From an optimization exercise on the open Yosys and OpenROAD flow, aimed at small area and a short achievable clock period; shortcuts taken in it are not production practice.
The RTL was checked by simulation tests, not by an equivalence proof against the original design.
Power is estimated from default activity; no workload was simulated.

File: design/flow/design.v
`default_nettype none
package pkt_capture_pkg;
    localparam int DATA_W          = 32;               
    localparam int MAX_PKT_BYTES   = 64;
    localparam int MAX_PKT_WORDS   = MAX_PKT_BYTES / 4;
    localparam int HDR_WORDS       = 4;                
    localparam int BURST_MAX       = 4;                
    localparam int BURST_W         = $clog2(BURST_MAX + 1);
    localparam int DATA_FIFO_DEPTH = 64;
    localparam int DESC_FIFO_DEPTH = 8;
    localparam int NS_PER_CYCLE    = 20;               
    localparam int NS_PER_SEC      = 1_000_000_000;
    typedef logic [15:0] len_t;                        
    localparam int DESC_W          = 16 + 32 + 32;      
    typedef struct packed {
        len_t        length;
        logic [31:0] sec;
        logic [31:0] nsec;
    } pkt_desc_t;
endpackage
`default_nettype wire
`timescale 1ns/1ps
`default_nettype none
module timestamp_counter (
    input  wire         clk,
    input  wire         reset,
    input  wire         i_set,
    input  wire  [31:0] i_sec,
    input  wire  [31:0] i_nsec,
    output logic [31:0] o_sec,
    output logic [31:0] o_nsec
);
    localparam int NS_PER_CYCLE = pkt_capture_pkg::NS_PER_CYCLE;
    localparam int NS_PER_SEC = pkt_capture_pkg::NS_PER_SEC;
    logic [31:0] nsec_inc;
    logic        sec_wrap;
    assign nsec_inc = o_nsec + 32'(NS_PER_CYCLE);
    assign sec_wrap = (nsec_inc >= 32'(NS_PER_SEC));
    always_ff @(posedge clk) begin
        if (!reset) begin
            o_sec  <= '0;
            o_nsec <= '0;
        end else if (i_set) begin
            o_sec  <= i_sec;     
            o_nsec <= i_nsec;
        end else if (sec_wrap) begin
            o_sec  <= o_sec + 1'b1;
            o_nsec <= nsec_inc - 32'(NS_PER_SEC);    
        end else begin
            o_nsec <= nsec_inc;
        end
    end
endmodule
`default_nettype wire
`timescale 1ns/1ps
`default_nettype none
module word_fifo #(
    parameter int WIDTH = 32,
    parameter int DEPTH = 64,
    parameter int CNT_W = $clog2(DEPTH + 1)
) (
    input  wire              clk,
    input  wire              reset,
    input  wire              push,        
    input  wire  [WIDTH-1:0] push_data,
    input  wire              pop,         
    output logic [WIDTH-1:0] head,        
    output logic             empty,
    output logic             full,
    output logic [CNT_W-1:0] used
);
    localparam int PTR_W = $clog2(DEPTH);
    logic [WIDTH-1:0] mem [DEPTH];
    logic [PTR_W-1:0] wr_ptr;
    logic [PTR_W-1:0] rd_ptr;
    logic [CNT_W-1:0] count;
    logic             do_push;
    logic             do_pop;
    assign do_push = push && !full;
    assign do_pop  = pop && !empty;
    always_ff @(posedge clk) begin
        if (!reset) begin
            wr_ptr <= '0;
            rd_ptr <= '0;
            count  <= '0;
        end else begin
            if (do_push) begin
                wr_ptr <= (wr_ptr == PTR_W'(DEPTH - 1)) ? '0 : wr_ptr + 1'b1;
            end
            if (do_pop) begin
                rd_ptr <= (rd_ptr == PTR_W'(DEPTH - 1)) ? '0 : rd_ptr + 1'b1;
            end
            case ({do_push, do_pop})
                2'b10:   count <= count + 1'b1;
                2'b01:   count <= count - 1'b1;
                default: count <= count;     
            endcase
        end
    end
    always_ff @(posedge clk) begin
        if (do_push) begin
            mem[wr_ptr] <= push_data;
        end
    end
    assign head  = mem[rd_ptr];
    assign empty = (count == '0);
    assign full  = (count == CNT_W'(DEPTH));
    assign used  = count;
endmodule
`default_nettype wire
`timescale 1ns/1ps
`default_nettype none
module rx_packet_framer (
    input  wire                               clk,
    input  wire                               reset,
    input  wire                               i_rx_valid,
    input  wire                               i_rx_first,
    input  wire                               i_rx_last,
    input  wire  [2:0]                        i_rx_last_bytes,
    input  wire  [pkt_capture_pkg::DATA_W-1:0] i_rx_data,
    input  wire  [31:0]                       i_sec,
    input  wire  [31:0]                       i_nsec,
    output logic                              o_data_push,
    output logic [pkt_capture_pkg::DATA_W-1:0] o_data_push_data,
    input  wire  [$clog2(pkt_capture_pkg::DATA_FIFO_DEPTH + 1)-1:0] i_data_used,
    output logic                              o_desc_push,
    output pkt_capture_pkg::pkt_desc_t        o_desc_push_data,
    input  wire  [$clog2(pkt_capture_pkg::DESC_FIFO_DEPTH + 1)-1:0] i_desc_used,
    output logic [15:0]                       o_drop_count
);
    localparam int MAX_PKT_WORDS = pkt_capture_pkg::MAX_PKT_WORDS;
    localparam int DATA_FIFO_DEPTH = pkt_capture_pkg::DATA_FIFO_DEPTH;
    localparam int DESC_FIFO_DEPTH = pkt_capture_pkg::DESC_FIFO_DEPTH;
    typedef pkt_capture_pkg::len_t len_t;
    typedef pkt_capture_pkg::pkt_desc_t pkt_desc_t;
    logic        keep_pkt;       
    len_t        word_cnt;
    logic [31:0] ts_sec;
    logic [31:0] ts_nsec;
    int          data_fill;
    int          desc_fill;
    logic        room_ok;
    logic        keep_word;
    len_t        cur_words;
    len_t        byte_len;
    pkt_desc_t   desc_next;
    always_comb begin
        data_fill = int'(i_data_used) + int'(o_data_push);
        desc_fill = int'(i_desc_used) + int'(o_desc_push);
        room_ok   = (data_fill + MAX_PKT_WORDS <= DATA_FIFO_DEPTH) &&
                    (desc_fill < DESC_FIFO_DEPTH);
        keep_word = i_rx_first ? room_ok : keep_pkt;
        cur_words = i_rx_first ? 16'(1) : word_cnt + 1'b1;
        byte_len  = (cur_words << 2) - 16'(3'd4 - i_rx_last_bytes);
        desc_next.length = byte_len;
        desc_next.sec    = i_rx_first ? i_sec : ts_sec;    
        desc_next.nsec   = i_rx_first ? i_nsec : ts_nsec;
    end
    always_ff @(posedge clk) begin
        if (!reset) begin
            keep_pkt     <= 1'b0;
            word_cnt     <= '0;
            o_drop_count <= '0;
            o_data_push  <= 1'b0;
            o_desc_push  <= 1'b0;
        end else begin
            o_data_push <= i_rx_valid && keep_word;
            o_desc_push <= i_rx_valid && i_rx_last && keep_word;
            if (i_rx_valid) begin
                word_cnt <= cur_words;
                if (i_rx_first) begin
                    keep_pkt <= room_ok;
                    if (!room_ok) begin
                        o_drop_count <= o_drop_count + 1'b1;   
                    end
                end
            end
        end
    end
    always_ff @(posedge clk) begin
        o_data_push_data <= i_rx_data;
        o_desc_push_data <= desc_next;
        if (i_rx_valid && i_rx_first) begin
            ts_sec  <= i_sec;    
            ts_nsec <= i_nsec;
        end
    end
endmodule
`default_nettype wire
`timescale 1ns/1ps
`default_nettype none
module burst_writer (
    input  wire                                 clk,
    input  wire                                 reset,
    input  wire  [pkt_capture_pkg::DATA_W-1:0]  i_base_addr,
    output logic                                o_data_pop,
    input  wire  [pkt_capture_pkg::DATA_W-1:0]  i_data_head,
    output logic                                o_desc_pop,
    input  pkt_capture_pkg::pkt_desc_t          i_desc_head,
    input  wire                                 i_desc_empty,
    output logic [pkt_capture_pkg::DATA_W-1:0]  o_av_address,
    output logic [pkt_capture_pkg::DATA_W-1:0]  o_av_writedata,
    output logic                                o_av_write,
    output logic [pkt_capture_pkg::BURST_W-1:0] o_av_burstcount,
    input  wire                                 i_av_waitrequest,
    output logic                                o_record_done
);
    localparam int DATA_W = pkt_capture_pkg::DATA_W;
    localparam int HDR_WORDS = pkt_capture_pkg::HDR_WORDS;
    localparam int BURST_MAX = pkt_capture_pkg::BURST_MAX;
    localparam int BURST_W = pkt_capture_pkg::BURST_W;
    typedef pkt_capture_pkg::len_t len_t;
    typedef pkt_capture_pkg::pkt_desc_t pkt_desc_t;
    localparam int HDR_IDX_W = $clog2(HDR_WORDS);
    typedef enum logic [1:0] {
        IDLE,
        HEADER,
        DATA
    } state_t;
    state_t               state;
    pkt_desc_t            desc_head;
    pkt_desc_t            desc_q;        
    len_t                 rec_words;
    len_t                 rec_left;      
    logic [BURST_W-1:0]   burst_left;
    logic [HDR_IDX_W-1:0] hdr_idx;
    logic [DATA_W-1:0]    rec_addr;      
    logic [DATA_W-1:0]    burst_end_addr;
    logic                 desc_pop;
    logic                 word_acc;
    function automatic logic [BURST_W-1:0] burst_size(input len_t words);
        if (words > 16'(BURST_MAX)) begin
            burst_size = BURST_W'(BURST_MAX);
        end else begin
            burst_size = BURST_W'(words);
        end
    endfunction
    assign desc_head = i_desc_head;
    assign rec_words = 16'(HDR_WORDS) + ((desc_head.length + 16'(3)) >> 2);
    assign word_acc       = o_av_write && !i_av_waitrequest;
    assign burst_end_addr = o_av_address + DATA_W'({o_av_burstcount, 2'b00});
    assign desc_pop       = (state == IDLE) && !i_desc_empty;
    assign o_desc_pop     = desc_pop;
    assign o_data_pop     = (state == DATA) && word_acc;    
    always_comb begin
        if (state == DATA) begin
            o_av_writedata = i_data_head;
        end else begin
            case (hdr_idx)
                2'd0:    o_av_writedata = desc_q.sec;
                2'd1:    o_av_writedata = desc_q.nsec;
                default: o_av_writedata = DATA_W'(desc_q.length);   
            endcase
        end
    end
    always_ff @(posedge clk) begin
        if (desc_pop) begin
            desc_q <= desc_head;
        end
    end
    always_ff @(posedge clk) begin
        if (!reset) begin
            state         <= IDLE;
            o_av_write    <= 1'b0;
            o_record_done <= 1'b0;
            rec_addr      <= i_base_addr;
            rec_left      <= '0;
            burst_left    <= '0;
            hdr_idx       <= '0;
        end else begin
            o_record_done <= 1'b0;
            case (state)
                IDLE: begin
                    if (desc_pop) begin
                        state           <= HEADER;
                        o_av_write      <= 1'b1;
                        o_av_address    <= rec_addr;
                        o_av_burstcount <= burst_size(rec_words);
                        burst_left      <= burst_size(rec_words);
                        rec_left        <= rec_words;
                        hdr_idx         <= '0;
                    end
                end
                default: begin
                    if (word_acc) begin
                        rec_left   <= rec_left - 1'b1;
                        burst_left <= burst_left - 1'b1;
                        if (state == HEADER) begin
                            hdr_idx <= hdr_idx + 1'b1;
                            if (hdr_idx == HDR_IDX_W'(HDR_WORDS - 1)) begin
                                state <= DATA;
                            end
                        end
                        if (burst_left == BURST_W'(1)) begin
                            if (rec_left == 16'(1)) begin
                                state         <= IDLE;
                                o_av_write    <= 1'b0;
                                o_record_done <= 1'b1;
                                rec_addr      <= burst_end_addr;    
                            end else begin
                                o_av_address    <= burst_end_addr;
                                o_av_burstcount <= burst_size(rec_left - 1'b1);
                                burst_left      <= burst_size(rec_left - 1'b1);
                            end
                        end
                    end
                end
            endcase
        end
    end
endmodule
`default_nettype wire
`timescale 1ns/1ps
`default_nettype none
module pkt_capture_top (
    input  wire                                 clk,
    input  wire                                 reset,
    input  wire  [pkt_capture_pkg::DATA_W-1:0]  i_base_addr,
    input  wire                                 i_rx_valid,
    input  wire                                 i_rx_first,
    input  wire                                 i_rx_last,
    input  wire  [2:0]                          i_rx_last_bytes,
    input  wire  [pkt_capture_pkg::DATA_W-1:0]  i_rx_data,
    input  wire                                 i_ts_set,
    input  wire  [31:0]                         i_ts_sec,
    input  wire  [31:0]                         i_ts_nsec,
    output logic [pkt_capture_pkg::DATA_W-1:0]  o_av_address,
    output logic [pkt_capture_pkg::DATA_W-1:0]  o_av_writedata,
    output logic                                o_av_write,
    output logic [pkt_capture_pkg::BURST_W-1:0] o_av_burstcount,
    input  wire                                 i_av_waitrequest,
    output logic [15:0]                         o_drop_count,
    output logic                                o_record_done
);
    localparam int DATA_W = pkt_capture_pkg::DATA_W;
    localparam int DESC_W = pkt_capture_pkg::DESC_W;
    localparam int DATA_FIFO_DEPTH = pkt_capture_pkg::DATA_FIFO_DEPTH;
    localparam int DESC_FIFO_DEPTH = pkt_capture_pkg::DESC_FIFO_DEPTH;
    typedef pkt_capture_pkg::pkt_desc_t pkt_desc_t;
    logic [31:0] ts_sec;
    logic [31:0] ts_nsec;
    localparam int DCNT_W = $clog2(DATA_FIFO_DEPTH + 1);
    localparam int QCNT_W = $clog2(DESC_FIFO_DEPTH + 1);
    logic              data_push;
    logic [DATA_W-1:0] data_push_data;
    logic              data_pop;
    logic [DATA_W-1:0] data_head;
    logic              data_empty;
    logic              data_full;
    logic [DCNT_W-1:0] data_used;
    logic              desc_push;
    pkt_desc_t         desc_push_data;
    logic              desc_pop;
    pkt_desc_t         desc_head;
    logic              desc_empty;
    logic              desc_full;
    logic [QCNT_W-1:0] desc_used;
    timestamp_counter u_ts (
        .clk    (clk),
        .reset  (reset),
        .i_set  (i_ts_set),
        .i_sec  (i_ts_sec),
        .i_nsec (i_ts_nsec),
        .o_sec  (ts_sec),
        .o_nsec (ts_nsec)
    );
    rx_packet_framer u_framer (
        .clk             (clk),
        .reset           (reset),
        .i_rx_valid      (i_rx_valid),
        .i_rx_first      (i_rx_first),
        .i_rx_last       (i_rx_last),
        .i_rx_last_bytes (i_rx_last_bytes),
        .i_rx_data       (i_rx_data),
        .i_sec           (ts_sec),
        .i_nsec          (ts_nsec),
        .o_data_push      (data_push),
        .o_data_push_data (data_push_data),
        .i_data_used      (data_used),
        .o_desc_push      (desc_push),
        .o_desc_push_data (desc_push_data),
        .i_desc_used      (desc_used),
        .o_drop_count    (o_drop_count)
    );
    word_fifo #(.WIDTH(DATA_W), .DEPTH(DATA_FIFO_DEPTH)) u_data_fifo (
        .clk       (clk),
        .reset     (reset),
        .push      (data_push),
        .push_data (data_push_data),
        .pop       (data_pop),
        .head      (data_head),
        .empty     (data_empty),
        .full      (data_full),
        .used      (data_used)
    );
    word_fifo #(.WIDTH(DESC_W), .DEPTH(DESC_FIFO_DEPTH)) u_desc_fifo (
        .clk       (clk),
        .reset     (reset),
        .push      (desc_push),
        .push_data (desc_push_data),
        .pop       (desc_pop),
        .head      (desc_head),
        .empty     (desc_empty),
        .full      (desc_full),
        .used      (desc_used)
    );
    burst_writer u_writer (
        .clk              (clk),
        .reset            (reset),
        .i_base_addr      (i_base_addr),
        .o_data_pop       (data_pop),
        .i_data_head      (data_head),
        .o_desc_pop       (desc_pop),
        .i_desc_head      (desc_head),
        .i_desc_empty     (desc_empty),
        .o_av_address     (o_av_address),
        .o_av_writedata   (o_av_writedata),
        .o_av_write       (o_av_write),
        .o_av_burstcount  (o_av_burstcount),
        .i_av_waitrequest (i_av_waitrequest),
        .o_record_done    (o_record_done)
    );
endmodule
`default_nettype wire
File: design/flow/run.sh
#!/bin/bash
# synth_recipe.tcl (not shown) runs the flow's synth.tcl, then flattens the netlist and writes it again
# the make line also repeats each setting of config.mk as NAME=value (left out here)
make -C /OpenROAD-flow-scripts/flow DESIGN_CONFIG=/design/flow/config.mk WORK_HOME=/design/flow/orfs CLKGATE_MAP_FILE= SYNTH_SCRIPT=/design/flow/synth_recipe.tcl finish
File: design/flow/config.mk
export PLATFORM = sky130hd
export DESIGN_NAME = pkt_capture_top
export DESIGN_NICKNAME = pkt_capture_top
export VERILOG_FILES = /design/flow/design.v
export SDC_FILE = /design/flow/constraint.sdc
export NUM_CORES = 4
export LEC_CHECK = 0
export CAP_MARGIN = 20
export CORE_MARGIN = 2
export CORE_UTILIZATION = 40
export SLEW_MARGIN = 20
File: design/flow/constraint.sdc
create_clock -name core_clock -period 7.0 [get_ports {clk}]
set_input_delay 1.4000 -clock core_clock [delete_from_list [all_inputs] [get_ports {clk}]]
set_output_delay 1.4000 -clock core_clock [all_outputs]
set_load 0.01 [all_outputs]
==> run notes <==
status -> timing/DRC/antenna clean
first-pass GRT wire length -> 460,000 um
crit path launch type -> flip-flop
# Post-CTS Setup Buffers -> 0
hold crit path type -> reg2reg
main flop type after synthesis -> edfxtp_1
Core Region -> 0.306 mm2
total grt overflow -> 0
Syn Nets -> 6,198
Rel. slew slack -> 24.4%
Vias -> 62,000
Area contributors post-synth -> edfxtp_1, mux4_2, dfxtp_1, mux2_2, nor2_1
#FFs+latches synth -> 3,171
Port-buffer cells -> 222
Hold Violations, Final -> 0
Cell Area, Synth -> 0.123 mm2
P per Cell Area -> 304 mW/mm2
GRT Overall Usage -> 20.3%
WL final -> 323,000 um
Clock Path Buffers -> 4
fraction of layout cells with a size suffix above 1 -> 26.0%
Max Freq -> 151 MHz
hold buffers post-CTS -> 0
Final Cell Area -> 0.142 mm2
CP max FO -> 22
Tcrit/Tclk final -> 94.7%
GR Util met1 -> 29.7%
Routed Antenna Nets -> 0
P_leak -> 43.5 nW
Reg2Reg Depth -> 14
GR Util met2 -> 32.1%
placed cell count -> 10,200
Post-DP HPWL -> 185,000 um
Rows -> 203
post-synthesis cell count -> 6,006
DIE WIDTH -> 559 um
Yosys top cell by area -> edfxtp_1
WL/cell -> 29.9 um
final worst path period need -> 6.63 ns
gpl congestion -> 0.806
Final Non-Filler Cells -> 10,800
# resized after CTS -> 0
setup_tns -> 0 ns
placed cell area -> 0.132 mm2
number of iterations in the first detailed-routing pass -> 5
initial antenna violation count -> 21
overall power -> 43.3 mW
RSZ-0062 raised after global routing -> false
# setup viols final -> 0
Avg Vias per Cell -> 5.74
largest net degree at the start of global routing -> 119
Avg Cell Area, Syn -> 20.6 um2
register area share after synthesis -> 74.9%
CTS tree -> yes
nets -> 6,610
Post-synth EDFFs -> 2,899
Hold Path Depth -> 2
DIE AREA -> 0.313 mm2
Synth cell types -> 95
WS Path Type -> reg2out
Clock Pin Slew Worst Setup and Hold Paths -> 0.06 ns
DR DRC count -> 0
CP endpoint kind -> output pin
worst hold path endpoint -> u_framer.keep_pkt
max-slew violations -> 0
skew final -> 0.0852 ns
CTS Buf Count -> 326
Async S/R FF share, synth -> 0%
GR Util met3 -> 3.05%
CTS sink count -> 3,171
CP required -> 5.60 ns
vias in the first global route -> 62,000
worst path arrival time -> 5.23 ns
Die Y-Extent -> 559 um
I/O pin count -> 223
depth of the CTS H-tree -> 5
worst reg2reg setup slack -> 1.54 ns
worst skew pair latency -> 0.90 ns
HP Start -> u_framer.keep_pkt
Iter 0 DRT Violations -> 7,162
post-synth top area share -> 70.5%
actual slew at the worst max-slew pin -> 1.13 ns
Syn. warnings -> 5
reg2reg end -> u_writer.o_av_burstcount[1]
Initial Utilization -> 40.3%
GRT Max-Usage Layer -> met2
worst vdd ir -> 0.240 mV
CTS root buf -> clkbuf_16
# Max-Cap Violations -> 0
P&R area growth vs syn -> 15.3%
## critical path, cell delays in order, from the launching register on
cell	delay [ns]
dfxtp_4	0.75
buf_4	0.49
mux4_2	0.56
mux4_2	0.62
mux4_2	0.51
nor2_1	0.68
nor2_1	0.22
clkdlybuf4s50_1	0.54
## cell families (layout without fill, tap and decap cells)
| family | Yosys count | after routing | share of synthesized area (%) |
|---|---|---|---|
| buffers and inverters | 367 | 1041 | 1.20 |
| other | 0 | 7 | 0 |
| and+or+nand+nor | 832 | 832 | 3.19 |
| DFF | 3171 | 3171 | 74.9 |
| AOI/OAI and AO/OA | 407 | 407 | 2.12 |
| muxes | 1014 | 1014 | 16.8 |
| adders and majority gates | 55 | 55 | 0.575 |
| xor gates and xnor gates | 160 | 160 | 1.14 |
## synthesized netlist by cell type, types with 51 or more instances
master / n
nand3_1: 72
a21oi_1: 143
xnor2_1: 84
edfxtp_1: 2899
inv_1: 60
mux2_2: 140
nor2_1: 369
dfxtp_1: 272
mux4_2: 816
nand2_1: 162
buf_1: 91
xor2_1: 76
o21ai_0: 77
ha_1: 51
clkbuf_1: 192
## routing by layer
layer,share of wire (%),vias to the layer above,routed length (um)
li1,-,25500,-
met1,43,33600,140000
met2,47,2466,153000
met3,7.2,404,23200
met4,2.1,8,6690
met5,0.014,-,45
## cell usage in the layout, fill, tap and decap left out, types with 25 or more instances in the layout
master	instances
a211oi_1	25
a21oi_1	143
buf_12	33
buf_4	131
clkbuf_1	78
clkbuf_16	333
clkdlybuf4s50_1	220
clkinv_1	62
clkinv_2	48
dfxtp_1	231
dfxtp_4	34
edfxtp_1	2899
ha_1	49
inv_1	57
mux2_2	140
mux2i_1	40
mux4_2	816
nand2_1	162
nand3_1	72
nand4_1	30
nor2_1	303
nor2_4	65
nor3_1	36
o21ai_0	77
xnor2_1	84
xor2_1	76
## worst max-delay path by stage
stage                              start               endpoint  slack [ns]  cells past startpoint
floorplan           u_desc_fifo.count[0]  u_desc_fifo.mem[4][0]       -2.73                      4
global placement               flip-flop     o_av_writedata[28]        1.05                      7
detailed placement             flip-flop     o_av_writedata[28]        1.05                      7
CTS                            flip-flop     o_av_writedata[28]        0.14                      7
global route                   flip-flop     o_av_writedata[28]        0.14                      7
finish                         flip-flop     o_av_writedata[28]        0.37                      7
## per-stage QoR
stage               hold slack (ns)  util, %  setup slack, ns
CTS                           0.462     46.4            0.140
global route                  0.489     46.5            0.140
detailed placement            0.454     43.1             1.05
floorplan                     0.403        -            -2.73
finish                        0.461     46.5            0.369
global placement              0.439     43.0             1.05
## registers in the layout (all words and copies together), names as in the netlist, 2 cells and up, named ones only
register and flops:
u_data_fifo.count 7, u_data_fifo.mem 2048, u_data_fifo.rd_ptr 6, u_data_fifo.wr_ptr 6, u_desc_fifo.count 4, u_desc_fifo.mem 640
u_desc_fifo.rd_ptr 3, u_desc_fifo.wr_ptr 3, u_framer.o_data_push_data 32, u_framer.o_desc_push_data 80, u_framer.o_drop_count 16, u_framer.ts_nsec 32
u_framer.ts_sec 32, u_framer.word_cnt 14, u_ts.o_nsec 32, u_ts.o_sec 32, u_writer.burst_left 3, u_writer.desc_q 80
u_writer.hdr_idx 2, u_writer.o_av_address 32, u_writer.o_av_burstcount 3, u_writer.rec_addr 32, u_writer.rec_left 16, u_writer.state 2
## power breakdown
group          leakage (nW)  switching (mW)  internal (mW)
combinational          9.93            2.37           1.79
sequential             28.5           0.647           21.5
clock                  5.07            7.19           9.83
total                  43.5            10.2           33.1
## area by class of cell
cell class	count	area [um2]
clock buffer	428	8860
multi-input combinational	2468	30000
inverter	62	239
tap	4100	5130
fill	25400	164000
timing repair buffer	389	3950
antenna	7	17.5
sequential	3171	92600
clock inverter	162	1530

-- what the ideal ports hide --
In the flow no input, the clock included, has a driving cell. The finished layout below was timed again as built, in two steps.
Step 1 assumes that a clkbuf_16 drives the clock port and a buf_2 every other input.
Step 2 also shifts input and output timing later by t, the mid clock arrival at the registers, as if the neighbouring blocks saw the same clock.
Slacks: ideal / step 1 / step 2; pairs: ideal / step 1.
t (ns): 0.957
setup slack, ns: 0.369 / 0.273 / 1.229
worst setup path after step 2: register to output
cell pins on the clock port's net: 1
After both steps setup and hold are still met in this run. The setup slack of this run moves by -0.096 ns with the drivers and by +0.860 ns with both steps.
